This design comes from an exercise in tuning for small area and a short achievable clock period on the open sky130 flow, not from production work. Function was checked by simulation only, so behaviour that the tests miss may differ from the original. Power and IR drop assume default switching activity.

===== config.mk =====
export PLATFORM = sky130hd
export DESIGN_NAME = param_router
export DESIGN_NICKNAME = param_router
export VERILOG_FILES = /design/flow/design.v
export SDC_FILE = /design/flow/constraint.sdc
export NUM_CORES = 4
export LEC_CHECK = 0
export CAP_MARGIN = 20
export CORE_MARGIN = 2
export CORE_UTILIZATION = 60
export CTS_CLUSTER_DIAMETER = 70
export CTS_CLUSTER_SIZE = 20
export SLEW_MARGIN = 20

===== constraint.sdc =====
create_clock -name core_clock -period 11.0 [get_ports {clk}]
set_input_delay 2.2000 -clock core_clock [delete_from_list [all_inputs] [get_ports {clk}]]
set_output_delay 2.2000 -clock core_clock [all_outputs]
set_load 0.01 [all_outputs]

===== design.v =====
module param_router #(
  parameter int N_IN      = 17,
  parameter int N_OUT     = 3,
  parameter int DATA_W    = 16,
  parameter int DEPTH     = 4,
  parameter int PARITY_EN = 1
) (
  input  logic                    clk,
  input  logic                    reset,
  input  logic [N_IN*DATA_W-1:0]  in_data,
  input  logic [N_IN-1:0]         in_valid,
  output logic [N_IN-1:0]         in_ready,
  output logic [N_OUT*DATA_W-1:0] out_data,
  output logic [N_OUT-1:0]        out_valid,
  input  logic [N_OUT-1:0]        out_ready,
  output logic [N_IN-1:0]         fifo_full,
  output logic [15:0]             drop_count
);
  localparam int IW = 5;
  localparam int SW = DATA_W - 1;    
  logic [SW-1:0]   mem    [N_IN][4];
  logic [1:0]      rd_ptr [N_IN];
  logic [1:0]      wr_ptr [N_IN];
  logic [N_IN-1:0] full;
  logic [1:0]      hcode  [N_IN];
  logic [N_IN-1:0] push, pop, drop;
  logic [SW-1:0]   head   [N_IN];
  logic [N_IN-1:0] req    [N_OUT];
  logic [N_IN-1:0] gnt    [N_OUT];
  logic [N_OUT-1:0] gnt_valid, load_en;
  logic [IW-1:0]   gnt_idx    [N_OUT];
  logic [IW-1:0]   last_grant [N_OUT];
  logic [SW-1:0]   slot       [N_OUT];
  logic [16:0]     t17, t_reg;
  logic [4:0]      dc_lo;
  logic [4:0]      dc_pl [18];
  logic [17:1]     dc_fk;
  logic [10:0]     dc_a0, dc_a1, dc_u;
  logic            dc_cy, dc_sat, dc_ones, dc_now;
  always_comb begin
    logic [DATA_W-1:0] word;
    logic bad;
    for (int i = 0; i < N_IN; i++) begin
      word         = in_data[i*DATA_W +: DATA_W];
      bad          = (&word[15:14]) | (^{word[15], word[13], word[14], word[12:0]});
      fifo_full[i] = full[i];
      in_ready[i]  = ~full[i];
      push[i]      = in_valid[i] & ~full[i] & ~bad;
      drop[i]      = in_valid[i] & ~full[i] & bad;
      head[i]      = mem[i][rd_ptr[i]];
    end
  end
  function automatic logic [15:0] tmerge(input logic [7:0] a, input logic [7:0] b,
                                         input int na, input int nb);
    logic [15:0] r;
    int y;
    r = '0;
    for (int k = 1; k <= na + nb; k++) begin
      for (int x = 0; x <= na; x++) begin
        y = k - x;
        if (y >= 0 && y <= nb)
          r[k-1] = r[k-1] | ((x == 0 ? 1'b1 : a[x-1]) & (y == 0 ? 1'b1 : b[y-1]));
      end
    end
    tmerge = r;
  endfunction
  always_comb begin
    logic [1:0]  t2 [8];
    logic [3:0]  t4 [4];
    logic [7:0]  t8 [2];
    logic [15:0] r, t16;
    for (int g = 0; g < 8; g++) begin
      r = tmerge({7'b0, drop[2*g]}, {7'b0, drop[2*g+1]}, 1, 1);
      t2[g] = r[1:0];
    end
    for (int g = 0; g < 4; g++) begin
      r = tmerge({6'b0, t2[2*g]}, {6'b0, t2[2*g+1]}, 2, 2);
      t4[g] = r[3:0];
    end
    for (int g = 0; g < 2; g++) begin
      r = tmerge({4'b0, t4[2*g]}, {4'b0, t4[2*g+1]}, 4, 4);
      t8[g] = r[7:0];
    end
    t16 = tmerge(t8[0], t8[1], 8, 8);
    t17[0] = t16[0] | drop[16];
    for (int k = 1; k < 16; k++) t17[k] = t16[k] | (t16[k-1] & drop[16]);
    t17[16] = t16[15] & drop[16];
  end
  always_comb begin
    logic oh;
    dc_lo = '0;
    dc_cy = 1'b0;
    for (int k = 0; k <= 17; k++) begin
      oh = (k == 0 ? 1'b1 : t_reg[k-1]) & (k == 17 ? 1'b1 : !t_reg[k]);
      if (oh) dc_lo = dc_lo | dc_pl[k];
    end
    for (int k = 1; k <= 17; k++) dc_cy = dc_cy | (dc_fk[k] & t_reg[k-1]);
  end
  assign dc_u       = dc_cy ? dc_a1 : dc_a0;
  assign dc_now     = dc_sat | (dc_cy & dc_ones);
  assign drop_count = {dc_u, dc_lo};
  always_ff @(posedge clk or negedge reset) begin
    if (!reset) dc_pl[0] <= '0;
    else        dc_pl[0] <= dc_lo | {5{dc_now}};
  end
  always_ff @(posedge clk) begin
    logic [5:0] s;
    for (int k = 1; k <= 17; k++) begin
      s = {1'b0, dc_lo} + 6'(k);
      dc_pl[k] <= s[4:0] | {5{dc_now | (s[5] & (&dc_u))}};
      dc_fk[k] <= (dc_lo == 5'(32 - k));
    end
  end
  always_comb begin
    logic [N_IN-1:0] mask, rh, pre_h, pre_a;
    logic [1:0] hd;
    logic any_h;
    for (int o = 0; o < N_OUT; o++) begin
      load_en[o] = ~out_valid[o] | out_ready[o];
      for (int i = 0; i < N_IN; i++) begin
        hd        = ~hcode[i];
        req[o][i] = (hd == 2'(o));
        mask[i]   = (IW'(i) > last_grant[o]);
      end
      rh    = req[o] & mask;
      any_h = |rh;
      pre_h = rh << 1;
      pre_a = req[o] << 1;
      for (int d = 1; d < N_IN; d = d * 2) begin
        pre_h = pre_h | (pre_h << d);
        pre_a = pre_a | (pre_a << d);
      end
      gnt[o]       = any_h ? (rh & ~pre_h) : (req[o] & ~pre_a);
      gnt_valid[o] = |req[o];
      gnt_idx[o]   = '0;
      for (int i = 0; i < N_IN; i++) begin
        if (gnt[o][i]) gnt_idx[o] = gnt_idx[o] | IW'(i);
      end
    end
  end
  always_comb begin
    pop = '0;
    for (int o = 0; o < N_OUT; o++) begin
      pop = pop | (gnt[o] & {N_IN{load_en[o]}});
    end
  end
  function automatic logic [1:0] ginc(input logic [1:0] g);
    ginc = {g[0], ~g[1]};
  endfunction
  always_ff @(posedge clk) begin
    for (int i = 0; i < N_IN; i++) begin
      for (int k = 0; k < 4; k++) begin
        if (!full[i] && (wr_ptr[i] == 2'(k)))
          mem[i][k] <= in_data[i*DATA_W + 1 +: SW];
      end
    end
  end
  always_ff @(posedge clk or negedge reset) begin
    logic [1:0] pin, nxt;
    logic       one;
    if (!reset) begin
      for (int i = 0; i < N_IN; i++) begin
        rd_ptr[i] <= '0;
        wr_ptr[i] <= '0;
        full[i]   <= 1'b0;
        hcode[i]  <= 2'b00;
      end
    end else begin
      for (int i = 0; i < N_IN; i++) begin
        if (pop[i])  rd_ptr[i] <= ginc(rd_ptr[i]);
        if (push[i]) wr_ptr[i] <= ginc(wr_ptr[i]);
        if (full[i])
          full[i] <= ~pop[i];
        else
          full[i] <= push[i] & ~pop[i] & (ginc(wr_ptr[i]) == rd_ptr[i]);
        pin = push[i] ? ~in_data[i*DATA_W + 14 +: 2] : 2'b00;
        nxt = ~mem[i][ginc(rd_ptr[i])][SW-1 -: 2];
        one = ~full[i] & (wr_ptr[i] == ginc(rd_ptr[i]));
        if (pop[i])
          hcode[i] <= one ? pin : nxt;
        else if (hcode[i] == 2'b00)
          hcode[i] <= pin;
      end
    end
  end
  always_comb begin
    for (int o = 0; o < N_OUT; o++) begin
      out_data[o*DATA_W +: DATA_W] = {slot[o], ^slot[o]};
    end
  end
  always_ff @(posedge clk) begin
    logic [SW-1:0] d;
    dc_a1 <= (dc_u + 11'd1) | {11{dc_now | (&dc_u)}};
    for (int o = 0; o < N_OUT; o++) begin
      if (load_en[o]) begin
        d = '0;
        for (int i = 0; i < N_IN; i++) d = d | (head[i] & {SW{gnt[o][i]}});
        slot[o] <= d;
      end
    end
  end
  always_ff @(posedge clk or negedge reset) begin
    if (!reset) begin
      out_valid <= '0;
      t_reg     <= '0;
      dc_a0     <= '0;
      dc_sat    <= 1'b0;
      dc_ones   <= 1'b0;
      for (int o = 0; o < N_OUT; o++) last_grant[o] <= IW'(N_IN - 1);
    end else begin
      t_reg   <= t17;
      dc_a0   <= dc_u | {11{dc_now}};
      dc_sat  <= dc_now;
      dc_ones <= &dc_u;
      for (int o = 0; o < N_OUT; o++) begin
        if (load_en[o]) begin
          out_valid[o] <= gnt_valid[o];
          if (gnt_valid[o]) last_grant[o] <= gnt_idx[o];
        end
      end
    end
  end
endmodule

===== flow/run.sh =====
#!/bin/bash
# Standard ORFS layout (the standard.sh, standard synthesis unchanged) with
# a tighter setup repair target and single-drive port buffers.
# ORFS writes each step's full log under orfs/logs/; make's own output goes to
# flow_make.log in the work folder.
set -euo pipefail
MARGIN=${MARGIN:-6.5}
bash standard.sh \
  SETUP_SLACK_MARGIN=$MARGIN \
  "BUFFER_PORTS_ARGS=-buffer_cell sky130_fd_sc_hd__buf_1" \
  finish > flow_make.log 2>&1

===== standard.sh =====
#!/bin/bash
# synth_recipe.tcl (not shown) runs the flow's synth.tcl, then flattens the netlist and writes it again
# the make line also repeats each setting of config.mk as NAME=value (left out here)
make -C /OpenROAD-flow-scripts/flow DESIGN_CONFIG=/design/flow/config.mk WORK_HOME=/design/flow/orfs CLKGATE_MAP_FILE= SYNTH_SCRIPT=/design/flow/synth_recipe.tcl "${@:-finish}"

==> metrics.csv, run 1 <==
stage,metric,value,unit
sta,RSZ-0062 raised after global routing,yes,
cells_and_area,share of post-route cells with drive strength above 1,25.13,%
logic_synthesis,commonest register cell after synthesis,edfxtp_1,
die,# IOs,395,
setup_path,reg-to-reg critical path startpoint,hcode[9][0],
clock_network,Clock Path Buffers,3,
pwr,Net Sw Frac,44.55,%
cells_and_area,register with the highest flop count,mem,
pwr,Pwr Density,341.3,nW/um^2
sta,hold_ws,0.6089,ns
sta,total negative setup slack,0,ns
placement,placed insts,5855,
clock_network,number of clock sinks seen by CTS,1350,
clock_network,Num CTS Buffers,84,
logic_synthesis,"EDFF count, synth",1065,
die,die footprint,104300,sq um
drt,total wire length after detailed routing,203.2,mm
setup_path,kind of capture point of the worst setup path,output pin,
drt,count of routing violations after the opening detailed-route iteration,6779,
logic_synthesis,post-synthesis area per instance,14.66,sq um
setup_path,CP Data Arrival Time,2.55,ns
run,max cap viols,0,
logic_synthesis,sequential cell area fraction in the yosys report,63.19,%
setup_path,Crit Path Category,register to output pin,
global_route,number of antenna violations at the first check in global routing,15,
placement,Port Buffers,394,
sta,final setup skew,0.03245,ns
hold_path,Hold WC Path Type,register to register,
cells_and_area,"most common cell after layout, fill and taps aside",edfxtp_1,
logic_synthesis,number of synthesis warnings,15,
cells_and_area,Regs by FF count,"mem (1020), dc_pl (90), slot (45)",
logic_synthesis,number of library cell types mapped by synthesis,105,
die,core region area,100400,sq um
setup_path,Required @ worst endpoint,8.80,ns
global_route,wire length of the first global-routing pass,285.5,mm
cells_and_area,most used cells in the layout excluding fill and tap cells,"1065 x edfxtp_1, 324 x nand2_1, 289 x mux4_2",
logic_synthesis,number of instances in the synthesized netlist,4161,
placement,DP HPWL,144.7,mm
die,Die X-Extent,322.9,um
setup_path,worst setup path startpoint,t_reg[0],
logic_synthesis,netlist area before placement,61010,sq um
logic_synthesis,number of flip-flops and latches in the synthesized netlist,1350,
clock_network,clock insertion delay at the later pin of the skew report,0.71,ns
clock_network,clock-pin transition on the worst setup and hold timing paths,0.09,ns
cells_and_area,Non-Filler Instances,6125,
clock_network,CTS tree,built,
global_route,global-route usage over all layers,38.79,%
cells_and_area,number of nets at the end of the flow,5006,
pwr,power share of the sequential group,34.8,%
sta,slew at the pin closest to its max-slew limit,1.134,ns
global_route,largest net degree at the start of global routing,70,
sta,total count of hold-check failures in the final report,0,
global_route,via count of the first global-routing pass,40260,
pwr,leakage power total,25.16,nW
die,Initial Util,60.75,%
sta,# setup viols final,0,
run_status,outcome,no timing/DRC/antenna violations,
cells_and_area,relative area change from synthesis to final layout,16.22,%
pwr,fraction of power consumed by combinational cells,51.5,%
drt,average vias per placed instance,6.905,
global_route,global-route congestion overflow total,0,
setup_path,worst-path maximum fanout,2,
placement,gp weighted congestion,1.051,
drt,Via Count,42290,
die,die boundary height,322.9,um
pwr,internal power consumption,13.42,mW
logic_synthesis,ys async rst share,12.74,%
pwr,Net Sw Power,10.78,mW
clock_network,Hold Buf Count CTS,0,
sta,final count of pins violating max slew,0,
drt,routed wirelength normalized by instance count,33.17,um
drt,number of remaining DRC errors,0,
drt,Pre-antenna DRT Iters,14,
setup_path,startpoint type of the worst setup path,register,
hold_path,worst hold path cell count,2,
cells_and_area,max reg flops,1020,
pwr,largest voltage drop on the vdd net,0.3060,mV
sta,Max Clk Rate,210.5,MHz
setup_path,Worst R2R Path Depth,11,
pwr,Clk network pwr share,13.7,%
sta,fin crit period,4.752,ns
die,number of standard-cell rows in the floorplan,116,
logic_synthesis,Post-Syn Nets,4475,
hold_path,Hold Path Origin,wr_ptr[3][0],
clock_network,clock root buffer,clkbuf_16,
cells_and_area,"Core Util, Final",70.60,%
sta,part of the cycle the worst path needs,43.20,%
sta,Max transition margin,24.39,%
clock_network,H-tree level count,3,
drt,number of nets with antenna violations after routing,0,
[through the flow]
step	instance area [sq um]	power [mW]	setup slack, ns
after floorplan	61090	14.81	6.125
after global placement	64720	19.34	5.198
after detailed placement	64740	19.43	5.149
after CTS	69380	23.29	6.235
after global routing	70900	24.91	6.156
final	70910	24.20	6.248
[final timing paths]
kind / slack, ns / to
worst max-delay path: 6.25 / drop_count[14]
worst min-delay path: 0.61 / wr_ptr[3][0]
worst max register to register: 6.39 / slot[1][8]
worst min register to register: 0.61 / wr_ptr[3][0]
max in group asynchronous: 7.95 / hcode[11][1]
min in group asynchronous: 1.58 / rd_ptr[0][1]
[layer usage]
metal,vias up,routed length (um),global-route usage (%)
li1,17610,-,-
met1,21200,73970,51.85
met2,2821,89250,56.45
met3,652,26550,13.35
met4,10,13320,20.80
met5,-,68,0
[cells in the mapped netlist, drive strengths merged, types with 22 or more instances]
| cell type | n | area [sq um] |
|---|---|---|
| xor2 | 54 | 473.0 |
| nand4 | 53 | 331.6 |
| inv | 107 | 401.6 |
| nor2b | 41 | 256.5 |
| mux2 | 22 | 251.5 |
| nand2 | 330 | 1246 |
| o21ai | 106 | 530.5 |
| a22oi | 142 | 1066 |
| mux4 | 289 | 6509 |
| and3 | 61 | 381.6 |
| xnor2 | 304 | 2663 |
| edfxtp | 1065 | 31980 |
| a222oi | 95 | 950.9 |
| nor3 | 96 | 491.7 |
| a22o | 53 | 464.2 |
| dfxtp | 113 | 2262 |
| nor2 | 198 | 768.2 |
| nand2b | 41 | 256.5 |
| a221oi | 98 | 875.8 |
| clkbuf | 153 | 574.3 |
| a21oi | 146 | 730.7 |
| nand3 | 84 | 430.4 |
| a211oi | 32 | 257.8 |
| dfrtp | 169 | 4229 |
[final cells by class]
| class | count | area [sq um] |
|---|---|---|
| Antenna cell | 8 | 20.02 |
| Timing Repair Buffer | 616 | 4034 |
| Clock buffer | 131 | 2374 |
| Sequential cell | 1350 | 38550 |
| Clock inverter | 23 | 282.8 |
| Fill cell | 6778 | 29530 |
| Multi-Input combinational cell | 2531 | 23530 |
| Tap cell | 1357 | 1698 |
| Inverter | 109 | 416.7 |
[kinds of logic (layout without fill, tap and decap cells)]
| kind of cell | Yosys count | count (layout) | share of synthesized area, % |
|---|---|---|---|
| buf+inv | 282 | 879 | 1.784 |
| xor+xnor | 358 | 358 | 5.139 |
| compound gates | 828 | 829 | 10.21 |
| other cells | 0 | 8 | 0 |
| flops | 1350 | 1350 | 63.19 |
| simple gates | 995 | 996 | 7.912 |
| fa+ha+maj | 21 | 21 | 0.4266 |
| mux | 327 | 327 | 11.34 |
[repair_timing]
action                     CTS  global route
gates resized for setup    456           272
cloned                       2             1
buffers inserted            52            49
setup endpoints to repair   38            47
pin swaps                  108            88
[power by group through the flow]
stage          clock network (mW)  registers [mW]  logic (mW)
5_1_grt                      3.51            8.57        12.8
6_report                     3.31            8.43        12.5
3_5_place_dp                    0            8.50        10.9
2_1_floorplan                   0            7.98        6.84
4_1_cts                      3.34            8.40        11.5
3_3_place_gp                    0            8.44        10.9
[critical path: stages (launching register included)]
cell and delay (ns):
dfrtp_1 0.41, a22o_1 0.22, a221oi_2 0.23, and3_4 0.25
buf_4 0.11, buf_6 0.09, nand3_4 0.07, mux2i_2 0.25
inv_2 0.09, buf_6 0.13
==> inputs of run 2 (changes only) <==
--- a/flow/run.sh
+++ b/flow/run.sh
@@ -6,3 +6,3 @@
 set -euo pipefail
-MARGIN=${MARGIN:-6.5}
+MARGIN=${MARGIN:-6.4}
 bash standard.sh \
--- a/config.mk
+++ b/config.mk
@@ -9,3 +9,3 @@
 export CORE_MARGIN = 2
-export CORE_UTILIZATION = 60
+export CORE_UTILIZATION = 40
 export CTS_CLUSTER_DIAMETER = 70
@@ -13 +13,2 @@
 export SLEW_MARGIN = 20
+export TNS_END_PERCENT = 30
==> metrics.csv, run 2 <==
stage,metric,value,unit
sta,hold_ws,0.5458,ns
die,die boundary height,394.5,um
sta,slew at the pin closest to its max-slew limit,1.233,ns
global_route,wire length of the first global-routing pass,299.9,mm
clock_network,H-tree level count,3,
setup_path,CP Data Arrival Time,5.33,ns
sta,Max transition margin,17.51,%
global_route,global-route congestion overflow total,0,
sta,# setup viols final,0,
drt,total wire length after detailed routing,213.4,mm
pwr,leakage power total,24.42,nW
die,number of standard-cell rows in the floorplan,143,
die,Die X-Extent,394.5,um
pwr,Pwr Density,347.7,nW/um^2
global_route,most heavily used metal layer in global routing,met2,
logic_synthesis,number of synthesis warnings,15,
setup_path,Crit-path slowest cell,a21oi_1,
cells_and_area,share of post-route cells with drive strength above 1,21.39,%
clock_network,clock insertion delay at the later pin of the skew report,0.77,ns
drt,number of remaining DRC errors,0,
placement,Port Buffers,394,
cells_and_area,"Core Util, Final",46.53,%
sta,RSZ-0062 raised after global routing,yes,
cells_and_area,max reg flops,1020,
run_status,outcome,no timing/DRC/antenna violations,
logic_synthesis,post-synthesis area per instance,14.66,sq um
pwr,largest voltage drop on the vdd net,0.2531,mV
placement,placed insts,6519,
sta,final count of pins violating max slew,0,
setup_path,Required @ worst endpoint,11.51,ns
global_route,global-route usage over all layers,26.89,%
hold_path,Hold WC Path Type,register to register,
pwr,power share of the sequential group,34.4,%
run,max cap viols,0,
cells_and_area,Regs by FF count,"mem (1020), dc_pl (90), slot (45)",
sta,Max Clk Rate,207.4,MHz
placement,gp weighted congestion,0.9875,
setup_path,Crit Path Category,register to register,
setup_path,series of cell instances along the critical path,"or3b_1, a21o_1, a311o_1, nand3_2, nand4bb_2, or2_1, nor2_4, o21a_1, a21oi_1, nand4_1, a21o_1",
drt,average vias per placed instance,6.182,
clock_network,clock root buffer,clkbuf_16,
setup_path,CP max stage delay,0.85,ns
sta,total count of hold-check failures in the final report,0,
logic_synthesis,sequential cell area fraction in the yosys report,63.19,%
clock_network,Num CTS Buffers,96,
global_route,M1 GR Usage,34.73,%
logic_synthesis,Synth area leader,edfxtp_1,
pwr,Net Sw Frac,45.21,%
drt,number of nets with antenna violations after routing,0,
clock_network,clock-pin transition on the worst setup and hold timing paths,0.08,ns
global_route,largest net degree at the start of global routing,55,
placement,DP HPWL,154.1,mm
global_route,grt met3 use,8.774,%
cells_and_area,Fill cells,13490,
logic_synthesis,number of flip-flops and latches in the synthesized netlist,1350,
sta,part of the cycle the worst path needs,43.82,%
die,# IOs,395,
global_route,number of antenna violations at the first check in global routing,19,
cells_and_area,relative area change from synthesis to final layout,15.71,%
cells_and_area,register with the highest flop count,mem,
die,Initial Util,40.21,%
clock_network,number of clock sinks seen by CTS,1350,
sta,total negative setup slack,0,ns
logic_synthesis,top cells by instance count after synthesis,"1065 x edfxtp_1, 329 x nand2_1, 304 x xnor2_1, 289 x mux4_2, 194 x nor2_1",
clock_network,CTS tree,built,
logic_synthesis,"EDFF count, synth",1065,
pwr,fraction of power consumed by combinational cells,50.2,%
setup_path,startpoint type of the worst setup path,register,
pwr,Net Sw Power,11.10,mW
pwr,Clk network pwr share,15.4,%
sta,fin crit period,4.821,ns
cells_and_area,number of nets at the end of the flow,4952,
setup_path,kind of capture point of the worst setup path,register,
drt,Via Count,41770,
logic_synthesis,area share of the largest cell type after synthesis,52.42,%
logic_synthesis,ys async rst share,12.74,%
global_route,via count of the first global-routing pass,40330,
pwr,internal power consumption,13.45,mW
cells_and_area,area taken by multi-input logic gates,22780,sq um
drt,Pre-antenna DRT Iters,14,
setup_path,Most Frequent Cell on Critical Path,a21o_1,
logic_synthesis,top cells by area in the synthesized netlist,"edfxtp_1 52%, mux4_2 11%, dfrtp_1 6.9%",
setup_path,worst-path maximum fanout,17,
clock_network,Hold Buf Count CTS,0,
cells_and_area,Non-Filler Instances,6757,
logic_synthesis,Post-Syn Nets,4475,
drt,routed wirelength normalized by instance count,31.58,um
die,core region area,151700,sq um
pwr,Final Total Pwr,24.55,mW
die,die footprint,155700,sq um
logic_synthesis,number of library cell types mapped by synthesis,105,
logic_synthesis,number of instances in the synthesized netlist,4161,
cells_and_area,"most common cell after layout, fill and taps aside",edfxtp_1,
cells_and_area,combined flip-flop and latch cell area,38550,sq um
clock_network,Clock Path Buffers,3,
cells_and_area,most used cells in the layout excluding fill and tap cells,"1065 x edfxtp_1, 323 x nand2_1, 289 x mux4_2",
logic_synthesis,cell with the most instances after synthesis,edfxtp_1,
sta,final setup skew,0.05003,ns
logic_synthesis,commonest register cell after synthesis,edfxtp_1,
global_route,met2 usage in global routing,40.99,%
logic_synthesis,netlist area before placement,61010,sq um
drt,count of routing violations after the opening detailed-route iteration,6042,
run 2: cell counts after synthesis:
Identical to the previous run, type by type.
run 2: critical path: cells and delay by family (launching register included):
kind | cells | cell delay [ns]
DFF | 1 | 0.69
and+or+nand+nor | 6 | 1.75
AOI/OAI and AO/OA | 5 | 2.11
run 2: kinds of logic after synthesis:
| group | Yosys count | synth area share (%) |
|---|---|---|
| AO/OA/AOI/OAI | 828 | 10.21 |
| AND/OR/NAND/NOR | 995 | 7.912 |
| multiplexers | 327 | 11.34 |
| XOR/XNOR | 358 | 5.139 |
| adder cells (fa/ha/maj) | 21 | 0.4266 |
| flip-flops | 1350 | 63.19 |
| buffers and inverters | 282 | 1.784 |
run 2: metal layers:
metal	wire length, um	part of all wire, %
met1	81290	38
met2	96270	45
met3	23480	11
met4	12220	5.7
met5	103	0.048
run 2: stage by stage:
stage,instance area [sq um],setup slack (ns)
after floorplan,61060,6.125
after global placement,65520,5.128
after detailed placement,65530,5.109
after CTS,69290,6.197
after global routing,70580,6.134
final,70600,6.179
run 2: area by class of cell:
cell class | count | share of cell area, %
Sequential cell | 1350 | 54.61
Multi-Input combinational cell | 2530 | 32.27
Timing Repair Buffer | 551 | 4.293
Clock buffer | 123 | 3.678
Tap cell | 2030 | 3.598
Clock inverter | 55 | 0.9446
Inverter | 109 | 0.5795
Antenna cell | 9 | 0.03190
run 2: power by group through the flow:
stage / Combinational (mW) / Clock (mW) / Sequential (mW)
after floorplan: 6.82 / 0 / 7.98
after global placement: 11.1 / 0 / 8.48
after detailed placement: 11.2 / 0 / 8.54
after CTS: 11.5 / 3.85 / 8.44
after global routing: 12.8 / 4.02 / 8.60
final: 12.3 / 3.77 / 8.45
run 2: final timing paths:
path / startpoint / end / slack [ns] / cells past startpoint
setup / recovery: hcode[1][1] / slot[1][9] / 6.18 / 11
min in group asynchronous: reset / dc_pl[0][1] / 1.51 / 1
max in group asynchronous: reset / hcode[8][0] / 7.76 / 3
setup reg to reg: hcode[1][1] / slot[1][9] / 6.18 / 11
hold reg to reg: dc_a1[9] / dc_a0[9] / 0.55 / 2
hold / removal: dc_a1[9] / dc_a0[9] / 0.55 / 2
run 2: what timing repair did:
action,CTS,global route
gates cloned,2,0
gates resized for setup,83,359
buffers inserted,18,28
pin swaps,7,69
setup endpoints to repair,39,44

## separate check: timing with driven ports
The flow's constraints put no driver on any port. The routed layouts listed below were extracted and timed again, unchanged, in two steps.
Step 1 (the two cells are an assumption about what drives the block):
set clk [get_ports {clk}]
set_driving_cell -lib_cell sky130_fd_sc_hd__clkbuf_16 $clk
set_driving_cell -lib_cell sky130_fd_sc_hd__buf_2 [delete_from_list [all_inputs] $clk]
Step 2 also shifts input and output timing later by t, the mid clock arrival at the registers, as if the neighbouring blocks saw the same clock.
Three values: ideal ports, drivers, drivers and shift; two values: the first two.
run	t, ns	setup WS [ns]	worst hold slack (ns)	worst setup path at the end	worst register clock-pin slew, ns
run 1	0.769	6.248 / 6.173 / 5.567	0.609 / 0.609 / 0.609	input to register	0.09 / 0.09
run 2	0.835	6.179 / 6.138 / 5.395	0.546 / 0.546 / 0.546	input to register	0.09 / 0.09
After both steps every run listed still meets setup and hold. The setup slack of run 2, which loses most, moves by -0.041 ns with the drivers and by -0.784 ns with both steps.
